Source: an optimization exercise on an open RTL-to-GDS flow (aim: small area, a short achievable clock period and few clock cycles). Production flows keep margins and buffers that such runs may drop.
Only simulation tests tie the RTL to the original design; equivalence was not proved.
No activity file was given, so power comes from the tool's default toggle rates.

`run.sh`:
```
#!/bin/bash
# synth_recipe.tcl (not shown) runs the flow's synth.tcl, then flattens the netlist and writes it again
# the make line also repeats each setting of config.mk as NAME=value (left out here)
make -C /OpenROAD-flow-scripts/flow DESIGN_CONFIG=/design/flow/config.mk WORK_HOME=/design/flow/orfs CLKGATE_MAP_FILE= SYNTH_SCRIPT=/design/flow/synth_recipe.tcl finish
```
`config.mk`:
```
export PLATFORM = sky130hd
export DESIGN_NAME = fhe_vec_top
export DESIGN_NICKNAME = fhe_vec_top
export VERILOG_FILES = /design/flow/design.v
export SDC_FILE = /design/flow/constraint.sdc
export NUM_CORES = 4
export LEC_CHECK = 0
export CAP_MARGIN = 20
export CORE_MARGIN = 2
export CORE_UTILIZATION = 40
export SLEW_MARGIN = 20
```
`constraint.sdc`:
```
create_clock -name core_clock -period 11.0 [get_ports {clk}]
set_input_delay 2.2000 -clock core_clock [delete_from_list [all_inputs] [get_ports {clk}]]
set_output_delay 2.2000 -clock core_clock [all_outputs]
set_load 0.01 [all_outputs]
```
`design.v`:
```
package fhe_vec_pkg;
  localparam int FSIZE               = 16;
  localparam int LANES               = 4;
  localparam int VECTOR_SPLIT        = 2;
  localparam int BUFFER_READ_LATENCY = 2;
  localparam int MU_SIZE             = 17;   
  localparam int APB_AW    = 16;
  localparam int APB_DW    = 32;
  localparam int LANE_BITS = $clog2(LANES);
  localparam int ROW_BITS  = APB_AW - 2 - LANE_BITS;
  localparam int REG_BITS  = APB_AW - 1;
  localparam logic [3:0] OP_MULT        = 4'd1;
  localparam logic [3:0] OP_SCALAR_MULT = 4'd2;
  localparam logic [3:0] OP_ADD         = 4'd3;
  localparam logic [3:0] OP_SCALAR_ADD  = 4'd4;
  localparam logic [REG_BITS-1:0] REG_CTRL    = 'd0;   
  localparam logic [REG_BITS-1:0] REG_STATUS  = 'd1;   
  localparam logic [REG_BITS-1:0] REG_MODULUS = 'd2;
  localparam logic [REG_BITS-1:0] REG_MU      = 'd3;
  localparam logic [REG_BITS-1:0] REG_SCALAR  = 'd4;
  typedef struct packed {
    logic                sel;   
    logic [REG_BITS-1:0] idx;
  } reg_addr_t;
  typedef struct packed {
    logic                 sel;
    logic                 bank;   
    logic [ROW_BITS-1:0]  row;
    logic [LANE_BITS-1:0] lane;
  } mem_addr_t;
  typedef union packed {
    reg_addr_t r;
    mem_addr_t m;
  } apb_addr_u;
endpackage
`timescale 1ns/1ns
module delay_line #(
  parameter int DATA_SIZE = 1,
  parameter int DEPTH     = 1
) (
  input  logic                 clk,
  input  logic                 rstn,
  input  logic [DATA_SIZE-1:0] in,
  output logic [DATA_SIZE-1:0] out
);
  logic [DEPTH-1:0][DATA_SIZE-1:0] stage;
  always_ff @(posedge clk) begin
    if (!rstn) begin
      stage <= '0;
    end else begin
      stage[0] <= in;
      for (int i = 1; i < DEPTH; i++) begin
        stage[i] <= stage[i-1];
      end
    end
  end
  assign out = stage[DEPTH-1];
endmodule
`timescale 1ns/1ns
module buffer_ram #(
  parameter int WIDTH = 4
) (
  input  logic                                                    clk,
  input  logic                                                    rstn,
  input  logic                                                    engine,
  input  logic [WIDTH-1:0]                                        eng_raddr,
  input  logic                                                    eng_wren,
  input  logic [WIDTH-1:0]                                        eng_waddr,
  input  logic [fhe_vec_pkg::LANES-1:0][fhe_vec_pkg::FSIZE-1:0]   eng_wdata,
  input  logic [WIDTH-1:0]                                        host_raddr,
  input  logic                                                    host_wren,
  input  logic [WIDTH-1:0]                                        host_waddr,
  input  logic [fhe_vec_pkg::LANE_BITS-1:0]                       host_lane,
  input  logic [fhe_vec_pkg::FSIZE-1:0]                           host_wdata,
  output logic [fhe_vec_pkg::LANES-1:0][fhe_vec_pkg::FSIZE-1:0]   rdata
);
  localparam int ROW_W = fhe_vec_pkg::LANES * fhe_vec_pkg::FSIZE;
  logic [fhe_vec_pkg::LANES-1:0][fhe_vec_pkg::FSIZE-1:0] mem [2**WIDTH];
  logic [WIDTH-1:0] raddr;
  logic [ROW_W-1:0] rd_word;
  assign raddr   = engine ? eng_raddr : host_raddr;
  assign rd_word = mem[raddr];
  always_ff @(posedge clk) begin
    if (eng_wren) begin
      mem[eng_waddr] <= eng_wdata;   
    end else if (host_wren) begin
      mem[host_waddr][host_lane] <= host_wdata;
    end
  end
  delay_line #(.DATA_SIZE(ROW_W), .DEPTH(fhe_vec_pkg::BUFFER_READ_LATENCY)) u_rd_pipe (
    .clk(clk), .rstn(rstn), .in(rd_word), .out(rdata)
  );
endmodule
`timescale 1ns/1ns
module elem_mult (
  input  logic                             clk,
  input  logic                             rstn,
  input  logic                             in_valid,
  input  logic                             in_last,
  input  logic [fhe_vec_pkg::FSIZE-1:0]    op1,
  input  logic [fhe_vec_pkg::FSIZE-1:0]    op2,
  input  logic [fhe_vec_pkg::FSIZE-1:0]    p,
  input  logic [fhe_vec_pkg::MU_SIZE-1:0]  mu,
  output logic [fhe_vec_pkg::FSIZE-1:0]    out,
  output logic                             out_valid,
  output logic                             out_last
);
  localparam int FS = fhe_vec_pkg::FSIZE;
  localparam int MS = fhe_vec_pkg::MU_SIZE;
  logic [2*FS-1:0] prod_s1;
  logic [2*FS-1:0] prod_s2;
  logic [FS+MS:0]  qm;
  logic [FS:0]     q_s2;
  logic [2*FS:0]   qp;
  logic [FS+1:0]   r0;
  logic [FS+1:0]   r1;
  logic [FS+1:0]   r2;
  logic [1:0]      ctl;
  assign qm = prod_s1[2*FS-1:FS-1] * mu;   
  assign qp = q_s2 * p;
  assign r0 = prod_s2[FS+1:0] - qp[FS+1:0];   
  assign r1 = (r0 >= p) ? r0 - p : r0;
  assign r2 = (r1 >= p) ? r1 - p : r1;
  always_ff @(posedge clk) begin
    prod_s1 <= op1 * op2;
    prod_s2 <= prod_s1;
    q_s2    <= qm[FS+MS:MS];
    out     <= r2[FS-1:0];
  end
  delay_line #(.DATA_SIZE(2), .DEPTH(3)) u_ctl (
    .clk(clk), .rstn(rstn), .in({in_valid, in_last}), .out(ctl)
  );
  assign out_valid = ctl[1];
  assign out_last  = ctl[0];
endmodule
`timescale 1ns/1ns
module elem_add (
  input  logic                           clk,
  input  logic                           rstn,
  input  logic                           in_valid,
  input  logic                           in_last,
  input  logic [fhe_vec_pkg::FSIZE-1:0]  op1,
  input  logic [fhe_vec_pkg::FSIZE-1:0]  op2,
  input  logic [fhe_vec_pkg::FSIZE-1:0]  p,
  output logic [fhe_vec_pkg::FSIZE-1:0]  out,
  output logic                           out_valid,
  output logic                           out_last
);
  localparam int FS = fhe_vec_pkg::FSIZE;
  logic [FS:0] sum_s1;   
  logic [FS:0] diff;
  logic [1:0]  ctl;
  assign diff = sum_s1 - p;
  always_ff @(posedge clk) begin
    sum_s1 <= op1 + op2;
    out    <= (sum_s1 >= p) ? diff[FS-1:0] : sum_s1[FS-1:0];
  end
  delay_line #(.DATA_SIZE(2), .DEPTH(2)) u_ctl (
    .clk(clk), .rstn(rstn), .in({in_valid, in_last}), .out(ctl)
  );
  assign out_valid = ctl[1];
  assign out_last  = ctl[0];
endmodule
`timescale 1ns/1ns
module vector_control #(
  parameter int WIDTH = 4
) (
  input  logic                                                   clk,
  input  logic                                                   rstn,
  input  logic                                                   start,
  input  logic [3:0]                                             operation,
  input  logic [fhe_vec_pkg::FSIZE-1:0]                          p,
  input  logic [fhe_vec_pkg::MU_SIZE-1:0]                        mu,
  input  logic [fhe_vec_pkg::FSIZE-1:0]                          scalar,
  input  logic [fhe_vec_pkg::LANES-1:0][fhe_vec_pkg::FSIZE-1:0]  rdata1,
  input  logic [fhe_vec_pkg::LANES-1:0][fhe_vec_pkg::FSIZE-1:0]  rdata2,
  output logic [WIDTH-1:0]                                       raddr,
  output logic                                                   wren,
  output logic [WIDTH-1:0]                                       waddr,
  output logic [fhe_vec_pkg::LANES-1:0][fhe_vec_pkg::FSIZE-1:0]  wdata,
  output logic                                                   working,
  output logic                                                   done,
  output logic                                                   bad_op
);
  localparam int FS   = fhe_vec_pkg::FSIZE;
  localparam int HALF = fhe_vec_pkg::LANES / fhe_vec_pkg::VECTOR_SPLIT;
  localparam int SB   = $clog2(fhe_vec_pkg::VECTOR_SPLIT);
  localparam int LAT  = fhe_vec_pkg::BUFFER_READ_LATENCY;
  logic                 loading;
  logic                 draining;
  logic [WIDTH+SB-1:0]  load_idx;
  logic [WIDTH+SB-1:0]  store_idx;
  logic                 is_mult;
  logic                 is_add;
  logic                 is_scalar;
  logic                 mult_in_valid;
  logic                 add_in_valid;
  logic [SB:0]          rd_ctl;
  logic                 rd_last;
  logic [SB-1:0]        rd_split;
  logic                 unit_last;
  logic [HALF-1:0][FS-1:0] a1;
  logic [HALF-1:0][FS-1:0] a2;
  logic [HALF-1:0][FS-1:0] b_op;
  logic [HALF-1:0][FS-1:0] mult_res;
  logic [HALF-1:0][FS-1:0] add_res;
  logic [HALF-1:0][FS-1:0] res;
  logic [HALF-1:0]      mult_vld;
  logic [HALF-1:0]      mult_lst;
  logic [HALF-1:0]      add_vld;
  logic [HALF-1:0]      add_lst;
  logic                 res_valid;
  logic                 res_last;
  logic                 finishing;   
  assign is_mult   = (operation == fhe_vec_pkg::OP_MULT) ||
                     (operation == fhe_vec_pkg::OP_SCALAR_MULT);
  assign is_add    = (operation == fhe_vec_pkg::OP_ADD) ||
                     (operation == fhe_vec_pkg::OP_SCALAR_ADD);
  assign is_scalar = (operation == fhe_vec_pkg::OP_SCALAR_MULT) ||
                     (operation == fhe_vec_pkg::OP_SCALAR_ADD);
  assign working = loading | draining;
  assign raddr   = load_idx[WIDTH+SB-1:SB];
  delay_line #(.DATA_SIZE(1), .DEPTH(LAT+1)) u_mult_vld (
    .clk(clk), .rstn(rstn), .in(loading & is_mult), .out(mult_in_valid)
  );
  delay_line #(.DATA_SIZE(1), .DEPTH(LAT+1)) u_add_vld (
    .clk(clk), .rstn(rstn), .in(loading & is_add), .out(add_in_valid)
  );
  delay_line #(.DATA_SIZE(SB+1), .DEPTH(LAT)) u_rd_ctl (
    .clk(clk), .rstn(rstn), .in({loading & (&load_idx), load_idx[SB-1:0]}), .out(rd_ctl)
  );
  assign rd_last  = rd_ctl[SB];
  assign rd_split = rd_ctl[SB-1:0];
  for (genvar i = 0; i < HALF; i++) begin : g_unit
    assign b_op[i] = is_scalar ? scalar : a2[i];
    elem_mult u_mult (
      .clk(clk), .rstn(rstn), .in_valid(mult_in_valid), .in_last(unit_last),
      .op1(a1[i]), .op2(b_op[i]), .p(p), .mu(mu),
      .out(mult_res[i]), .out_valid(mult_vld[i]), .out_last(mult_lst[i])
    );
    elem_add u_add (
      .clk(clk), .rstn(rstn), .in_valid(add_in_valid), .in_last(unit_last),
      .op1(a1[i]), .op2(b_op[i]), .p(p),
      .out(add_res[i]), .out_valid(add_vld[i]), .out_last(add_lst[i])
    );
  end
  assign res_valid = is_mult ? &mult_vld : &add_vld;
  assign res_last  = is_mult ? &mult_lst : &add_lst;
  assign res       = is_mult ? mult_res : add_res;
  always_ff @(posedge clk) begin
    for (int i = 0; i < HALF; i++) begin
      a1[i] <= rdata1[rd_split*HALF+i];   
      a2[i] <= rdata2[rd_split*HALF+i];
    end
    if (res_valid) begin
      waddr <= store_idx[WIDTH+SB-1:SB];
      for (int i = 0; i < HALF; i++) begin
        wdata[store_idx[SB-1:0]*HALF+i] <= res[i];
      end
    end
  end
  always_ff @(posedge clk) begin
    if (!rstn) begin
      loading   <= 1'b0;
      draining  <= 1'b0;
      load_idx  <= '0;
      store_idx <= '0;
      unit_last <= 1'b0;
      wren      <= 1'b0;
      done      <= 1'b0;
      bad_op    <= 1'b0;
      finishing <= 1'b0;
    end else begin
      wren      <= 1'b0;
      done      <= 1'b0;
      bad_op    <= 1'b0;
      unit_last <= rd_last;
      if (start && !working) begin
        if (is_mult || is_add) begin
          loading   <= 1'b1;
          load_idx  <= '0;
          store_idx <= '0;
        end else begin
          bad_op <= 1'b1;   
        end
      end
      if (loading) begin
        load_idx <= load_idx + 1'b1;
        if (&load_idx) begin
          loading  <= 1'b0;
          draining <= 1'b1;
        end
      end
      if (res_valid) begin
        store_idx <= store_idx + 1'b1;
        if (store_idx[SB-1:0] == SB'(fhe_vec_pkg::VECTOR_SPLIT - 1)) begin
          wren <= 1'b1;   
        end
        if (res_last) begin
          finishing <= 1'b1;   
        end
      end
      if (finishing) begin
        finishing <= 1'b0;
        draining  <= 1'b0;
        done      <= 1'b1;
      end
    end
  end
endmodule
`timescale 1ns/1ns
module apb_regs #(
  parameter int WIDTH = 4
) (
  input  logic                                                   clk,
  input  logic                                                   rstn,
  input  logic                                                   psel,
  input  logic                                                   penable,
  input  logic                                                   pwrite,
  input  logic [fhe_vec_pkg::APB_AW-1:0]                         paddr,
  input  logic [fhe_vec_pkg::APB_DW-1:0]                         pwdata,
  output logic [fhe_vec_pkg::APB_DW-1:0]                         prdata,
  output logic                                                   pready,
  output logic                                                   pslverr,
  input  logic                                                   working,
  input  logic                                                   done_in,
  input  logic                                                   bad_op,
  output logic                                                   start,
  output logic [3:0]                                             operation,
  output logic [fhe_vec_pkg::FSIZE-1:0]                          p,
  output logic [fhe_vec_pkg::MU_SIZE-1:0]                        mu,
  output logic [fhe_vec_pkg::FSIZE-1:0]                          scalar,
  output logic [WIDTH-1:0]                                       host_raddr,
  output logic [1:0]                                             host_wren,
  output logic [WIDTH-1:0]                                       host_waddr,
  output logic [fhe_vec_pkg::LANE_BITS-1:0]                      host_lane,
  output logic [fhe_vec_pkg::FSIZE-1:0]                          host_wdata,
  input  logic [fhe_vec_pkg::LANES-1:0][fhe_vec_pkg::FSIZE-1:0]  rdata1,
  input  logic [fhe_vec_pkg::LANES-1:0][fhe_vec_pkg::FSIZE-1:0]  rdata2
);
  localparam int FS  = fhe_vec_pkg::FSIZE;
  localparam int LAT = fhe_vec_pkg::BUFFER_READ_LATENCY;
  localparam int CW  = $clog2(LAT + 1);
  fhe_vec_pkg::apb_addr_u addr;
  logic          access;
  logic          busy;
  logic          is_mem;
  logic          reg_wr;
  logic          mem_wr;
  logic          err;
  logic [CW-1:0] wait_cnt;
  assign addr   = paddr;
  assign access = psel & penable;
  assign busy   = working | start;   
  assign is_mem = addr.m.sel;
  assign reg_wr = access & pwrite & ~is_mem & ~busy;
  assign mem_wr = access & pwrite & is_mem & ~busy;
  assign host_raddr   = addr.m.row[WIDTH-1:0];
  assign host_waddr   = addr.m.row[WIDTH-1:0];
  assign host_lane    = addr.m.lane;
  assign host_wdata   = pwdata[FS-1:0];
  assign host_wren[0] = mem_wr & ~addr.m.bank;
  assign host_wren[1] = mem_wr & addr.m.bank;
  assign pready  = access & (~is_mem | pwrite | busy | (wait_cnt == CW'(LAT)));
  assign pslverr = access & is_mem & busy;
  always_ff @(posedge clk) begin
    if (!rstn) begin
      wait_cnt <= '0;
    end else if (access && is_mem && !pwrite && !busy && !pready) begin
      wait_cnt <= wait_cnt + 1'b1;   
    end else begin
      wait_cnt <= '0;
    end
  end
  always_ff @(posedge clk) begin
    if (!rstn) begin
      start     <= 1'b0;
      operation <= '0;
      p         <= '0;
      mu        <= '0;
      scalar    <= '0;
      err       <= 1'b0;
    end else begin
      start <= reg_wr & (addr.r.idx == fhe_vec_pkg::REG_CTRL) & pwdata[8];
      if (bad_op) begin
        err <= 1'b1;
      end else if (done_in) begin
        err <= 1'b0;   
      end
      if (reg_wr) begin
        case (addr.r.idx)
          fhe_vec_pkg::REG_CTRL:    operation <= pwdata[3:0];
          fhe_vec_pkg::REG_MODULUS: p         <= pwdata[FS-1:0];
          fhe_vec_pkg::REG_MU:      mu        <= pwdata[fhe_vec_pkg::MU_SIZE-1:0];
          fhe_vec_pkg::REG_SCALAR:  scalar    <= pwdata[FS-1:0];
          default: ;
        endcase
      end
    end
  end
  always_comb begin
    prdata = '0;
    if (is_mem) begin
      prdata[FS-1:0] = addr.m.bank ? rdata2[addr.m.lane] : rdata1[addr.m.lane];
    end else begin
      case (addr.r.idx)
        fhe_vec_pkg::REG_CTRL:    prdata[3:0]  = operation;
        fhe_vec_pkg::REG_STATUS:  prdata[1:0]  = {err, busy};
        fhe_vec_pkg::REG_MODULUS: prdata[FS-1:0] = p;
        fhe_vec_pkg::REG_MU:      prdata[fhe_vec_pkg::MU_SIZE-1:0] = mu;
        fhe_vec_pkg::REG_SCALAR:  prdata[FS-1:0] = scalar;
        default: ;
      endcase
    end
  end
endmodule
`timescale 1ns/1ns
module fhe_vec_top #(
  parameter int WIDTH = 4
) (
  input  logic                           clk,
  input  logic                           rstn,
  input  logic                           psel,
  input  logic                           penable,
  input  logic                           pwrite,
  input  logic [fhe_vec_pkg::APB_AW-1:0] paddr,
  input  logic [fhe_vec_pkg::APB_DW-1:0] pwdata,
  output logic [fhe_vec_pkg::APB_DW-1:0] prdata,
  output logic                           pready,
  output logic                           pslverr,
  output logic                           done
);
  localparam int FS = fhe_vec_pkg::FSIZE;
  localparam int LN = fhe_vec_pkg::LANES;
  logic                 start;
  logic [3:0]           operation;
  logic [FS-1:0]        p;
  logic [fhe_vec_pkg::MU_SIZE-1:0] mu;
  logic [FS-1:0]        scalar;
  logic                 working;
  logic                 bad_op;
  logic [WIDTH-1:0]     host_raddr;
  logic [1:0]           host_wren;
  logic [WIDTH-1:0]     host_waddr;
  logic [fhe_vec_pkg::LANE_BITS-1:0] host_lane;
  logic [FS-1:0]        host_wdata;
  logic [LN-1:0][FS-1:0] rdata1;
  logic [LN-1:0][FS-1:0] rdata2;
  logic [WIDTH-1:0]     eng_raddr;
  logic                 eng_wren;
  logic [WIDTH-1:0]     eng_waddr;
  logic [LN-1:0][FS-1:0] eng_wdata;
  apb_regs #(.WIDTH(WIDTH)) u_regs (
    .clk(clk), .rstn(rstn), .psel(psel), .penable(penable), .pwrite(pwrite),
    .paddr(paddr), .pwdata(pwdata), .prdata(prdata), .pready(pready), .pslverr(pslverr),
    .working(working), .done_in(done), .bad_op(bad_op),
    .start(start), .operation(operation), .p(p), .mu(mu), .scalar(scalar),
    .host_raddr(host_raddr), .host_wren(host_wren), .host_waddr(host_waddr),
    .host_lane(host_lane), .host_wdata(host_wdata), .rdata1(rdata1), .rdata2(rdata2)
  );
  buffer_ram #(.WIDTH(WIDTH)) u_buf1 (
    .clk(clk), .rstn(rstn), .engine(working),
    .eng_raddr(eng_raddr), .eng_wren(eng_wren), .eng_waddr(eng_waddr), .eng_wdata(eng_wdata),
    .host_raddr(host_raddr), .host_wren(host_wren[0]), .host_waddr(host_waddr),
    .host_lane(host_lane), .host_wdata(host_wdata), .rdata(rdata1)
  );
  buffer_ram #(.WIDTH(WIDTH)) u_buf2 (
    .clk(clk), .rstn(rstn), .engine(working),
    .eng_raddr(eng_raddr), .eng_wren(1'b0), .eng_waddr('0), .eng_wdata('0),
    .host_raddr(host_raddr), .host_wren(host_wren[1]), .host_waddr(host_waddr),
    .host_lane(host_lane), .host_wdata(host_wdata), .rdata(rdata2)
  );
  vector_control #(.WIDTH(WIDTH)) u_ctrl (
    .clk(clk), .rstn(rstn), .start(start), .operation(operation),
    .p(p), .mu(mu), .scalar(scalar), .rdata1(rdata1), .rdata2(rdata2),
    .raddr(eng_raddr), .wren(eng_wren), .waddr(eng_waddr), .wdata(eng_wdata),
    .working(working), .done(done), .bad_op(bad_op)
  );
endmodule
```
==> results.cfg <==
[die]
fp.dieW_um = 622
die_area_sq_mm = 0.387
pin_count = 88
fp-row-count = 226
core_sq_mm = 0.379
die_h_um = 622
initial_core_util_pct = 40.2

[synthesis]
ys_types = 92
syn_inst = 11600
synth_edf_count = 2116
synth.area.top_cells = edfxtp_1, fa_1, dfxtp_1
synth.yosys.warnings = 9
async_reset_ff_share_pct = 0
synthesis.area_sq_mm = 0.153
synthTopCellsByCount = edfxtp_1, nand2_1, inv_1
synth_seq_cells = 2760
synth_top_area_share_pct = 41.6
dominantRegCellSynth = edfxtp_1
synth_top_area_cell = edfxtp_1
synth_area_per_cell_sq_um = 13.1
seq_area_frac_synth_pct = 50.1
yosysMostFrequentCell = edfxtp_1

[worst_setup_path]
crit_start = u_ctrl.g_unit[1].u_mult.q_s2[0]$_DFF_P_
cp-start-kind = flip-flop
cpPeakStageDelay_ns = 0.89
cp.depth = 40
critical_path.endpoint_type = flip-flop
cpLargestDelayFamily = adder cells
r2r_end = u_ctrl.g_unit[1].u_mult.out[2]$_DFF_P_
r2r-start = u_ctrl.g_unit[1].u_mult.q_s2[0]$_DFF_P_
critPathSlowestCell = dfxtp_1
cp_common_cell = fa_1
worstSetupPathType = flip-flop to flip-flop
critPathRequiredTime_ns = 11.70
critPathBufInv = 5
arrival_ns = 11.22
reg2reg_depth = 40
r2r_slack_ns = 0.48
crit_end = u_ctrl.g_unit[1].u_mult.out[2]$_DFF_P_
cp_max_fo = 16

[clocking]
cts_buffers = 291
worstSkewPairLatency_ns = 0.91
path_clk_slew_ns = 0.06
cts_tree = yes
holdBufCountCts = 0
cts_buffer_depth = 4
cts_sinks = 2760
htreeDepth = 5
root_buffer = clkbuf_16

[place]
dp_hpwl_um = 298000
placed_cells = 16400
pre_cts_slack_ns = 0.552
portBuffers = 57
gp_congestion = 0.914
placed_area_sq_mm = 0.160

[sta]
fin_crit_sh_pct = 95.6
maxSlewViolCount = 0
fmax_mhz = 95.1
finalSetupViolCount = 0
finClkSkew_ns = 0.112
whs_ns = 0.321
tightest_slew_ns = 1.19
setup_slack_ns = 0.482
slew_headroom_pct = 20.4
min_period_ns = 10.52
hold_violations = 0

[pwr]
leakagePower_nw = 65.8
power_density_mw_per_mm2 = 168
ir_drop_v = 0.000235

[finish]
syn_to_final_growth_pct = 11.1
multiInputGateArea_sq_mm = 0.0691
fillers = 34000
drive_gt1_share_pct = 13.7
layout.nets = 13500
fin_cells = 16900
final_cell_area_sq_mm = 0.170
ff_latch_area_sq_mm = 0.0765

[route]
wl_per_cell_um = 25.7
drtAntennaViolNets = 0
drtIter0Drc = 8626
finalWirelength_um = 436000
vias = 92000
drcViolationCount = 0
drtPass1Iterations = 8
post_drt_via_cell_ratio = 5.43

[global_route]
grt_pass1_vias = 96500
gr-total-overflow = 0
track_usage_pct = 22.4
grt_max_degree = 177
antenna_found_initial = 33
grt_pass1_wl_um = 642000

[flow_run]
drv_cap = 0

[outcome]
status = timing/DRC/antenna clean

[hold_path]
worstHoldPathType = flip-flop to flip-flop
-- metrics by stage --
stage               util [%]  total power [W]  TNS (ns)
CTS                     44.6           0.0286         0
finish                  44.7           0.0285         0
global placement        42.0           0.0183         0
floorplan                  -           0.0169         0
detailed placement      42.1           0.0185         0
global route            44.7           0.0296   -0.0174
-- cell families (layout without fill, tap and decap cells) --
| group | count (synthesis) | after routing | share of synthesized area (%) |
|---|---|---|---|
| AND/OR/NAND/NOR | 3292 | 3292 | 9.94 |
| flip-flops | 2760 | 2760 | 50.1 |
| buffers and inverters | 1958 | 2223 | 4.94 |
| adder cells (fa/ha/maj) | 1754 | 1754 | 19.7 |
| multiplexers | 817 | 817 | 10.1 |
| AO/OA/AOI/OAI | 757 | 757 | 3.54 |
| XOR/XNOR | 289 | 289 | 1.67 |
| other | 1 | 39 | 0.00246 |
-- worst register-to-register path: cells and delay by family (launching register included) --
| family | cells | cell delay (ns) |
|---|---|---|
| and+or+nand+nor | 8 | 1.51 |
| muxes | 2 | 0.79 |
| DFF | 1 | 0.89 |
| xor gates and xnor gates | 1 | 0.35 |
| buffers and inverters | 5 | 0.53 |
| AOI/OAI and AO/OA | 14 | 2.52 |
| adders and majority gates | 10 | 3.82 |
-- layer usage --
layer | GRT usage (%) | wire length, um
met2 | 35.6 | 200000
met1 | 30.2 | 180000
met5 | 0 | 27
met4 | 9.55 | 20400
met3 | 4.19 | 34600
-- report_power, final --
part,switching (W),total (W),internal (W)
sequential,0.000372,0.0119,0.0115
combinational,0.00345,0.00655,0.00309
clock,0.00410,0.0101,0.00598
-- worst min-delay path by stage --
stage | start | to | cells past startpoint
after global placement | u_ctrl.g_unit[0].u_mult.prod_s1[13]$_DFF_P_ | u_ctrl.g_unit[0].u_mult.prod_s2[13]$_DFF_P_ | 0
after CTS | u_ctrl.g_unit[0].u_mult.prod_s1[4]$_DFF_P_ | u_ctrl.g_unit[0].u_mult.prod_s2[4]$_DFF_P_ | 0
after floorplan | u_ctrl.g_unit[0].u_mult.prod_s1[0]$_DFF_P_ | u_ctrl.g_unit[0].u_mult.prod_s2[0]$_DFF_P_ | 0
after global routing | u_ctrl.g_unit[1].u_mult.prod_s1[12]$_DFF_P_ | u_ctrl.g_unit[1].u_mult.prod_s2[12]$_DFF_P_ | 0
after detailed placement | u_ctrl.g_unit[0].u_mult.prod_s1[13]$_DFF_P_ | u_ctrl.g_unit[0].u_mult.prod_s2[13]$_DFF_P_ | 0
final | u_ctrl.g_unit[0].u_mult.prod_s1[4]$_DFF_P_ | u_ctrl.g_unit[0].u_mult.prod_s2[4]$_DFF_P_ | 0
-- sequential cells by signal (all words and copies together) (netlist names), 17 cells and up, named ones only --
| signal | cells |
|---|---|
| u_ctrl.g_unit.u_mult.prod_s1 | 64 |
| u_buf1.u_rd_pipe.stage | 128 |
| u_ctrl.g_unit.u_add.sum_s1 | 34 |
| u_ctrl.g_unit.u_add.out | 32 |
| u_ctrl.a1 | 32 |
| u_ctrl.g_unit.u_mult.out | 32 |
| u_ctrl.g_unit.u_mult.prod_s2 | 36 |
| u_buf2.mem | 1024 |
| u_ctrl.g_unit.u_mult.q_s2 | 34 |
| u_regs.mu | 17 |
| u_ctrl.a2 | 32 |
| u_buf2.u_rd_pipe.stage | 128 |
| u_buf1.mem | 1024 |
-- layout make-up --
cell class	count	share of cell area [%]
diodes	24	0.0354
clock buffers	385	4.83
clock inverters	137	0.939
inverters	1388	3.07
multi-input cells	6924	40.7
flip-flops and latches	2760	45.1
well taps	5016	3.70
repair buffers	313	1.60
-- cell usage in the layout (no fill, tap or decap), drive strengths merged, types with 75 or more instances in the layout --
cell type / n
o211a: 131
clkinv: 77
clkbuf: 385
ha: 662
inv: 1403
edfxtp: 2116
nand3: 176
o21ai: 108
fa: 1092
dfxtp: 644
xnor2: 214
a21oi: 188
mux2: 253
and2: 774
xor2: 75
nand2: 1797
buf: 260
mux4: 544
nor2: 286
-- what timing repair did --
action,in CTS,in global routing
setup buffers,0,0
resized for setup,0,13
setup endpoints to repair,0,28
Testbench counts, summed over its fixed seeds: cycles 29,364.

[what the ideal ports hide]
The flow's constraints put no driver on any port. The routed layout listed below was extracted and timed again, unchanged, in two steps. Step 1 (the two cells are an assumption about what drives the block):
set clk [get_ports {clk}]
set_driving_cell -lib_cell sky130_fd_sc_hd__clkbuf_16 $clk
set_driving_cell -lib_cell sky130_fd_sc_hd__buf_2 [delete_from_list [all_inputs] $clk]
Step 2 also shifts input and output timing later by t, the mid clock arrival at the registers, as if the neighbouring blocks saw the same clock. Slacks: no drivers / after step 1 / after step 2; pairs: no drivers / after step 1.
shift t [ns]: 0.945
setup WS [ns]: 0.482 / 0.482 / 0.482
worst hold slack (ns): 0.321 / 0.321 / 0.321
After both steps setup and hold are still met in this run. For this run, drivers alone change the setup slack by 0.000 ns; drivers and shift together by 0.000 ns.
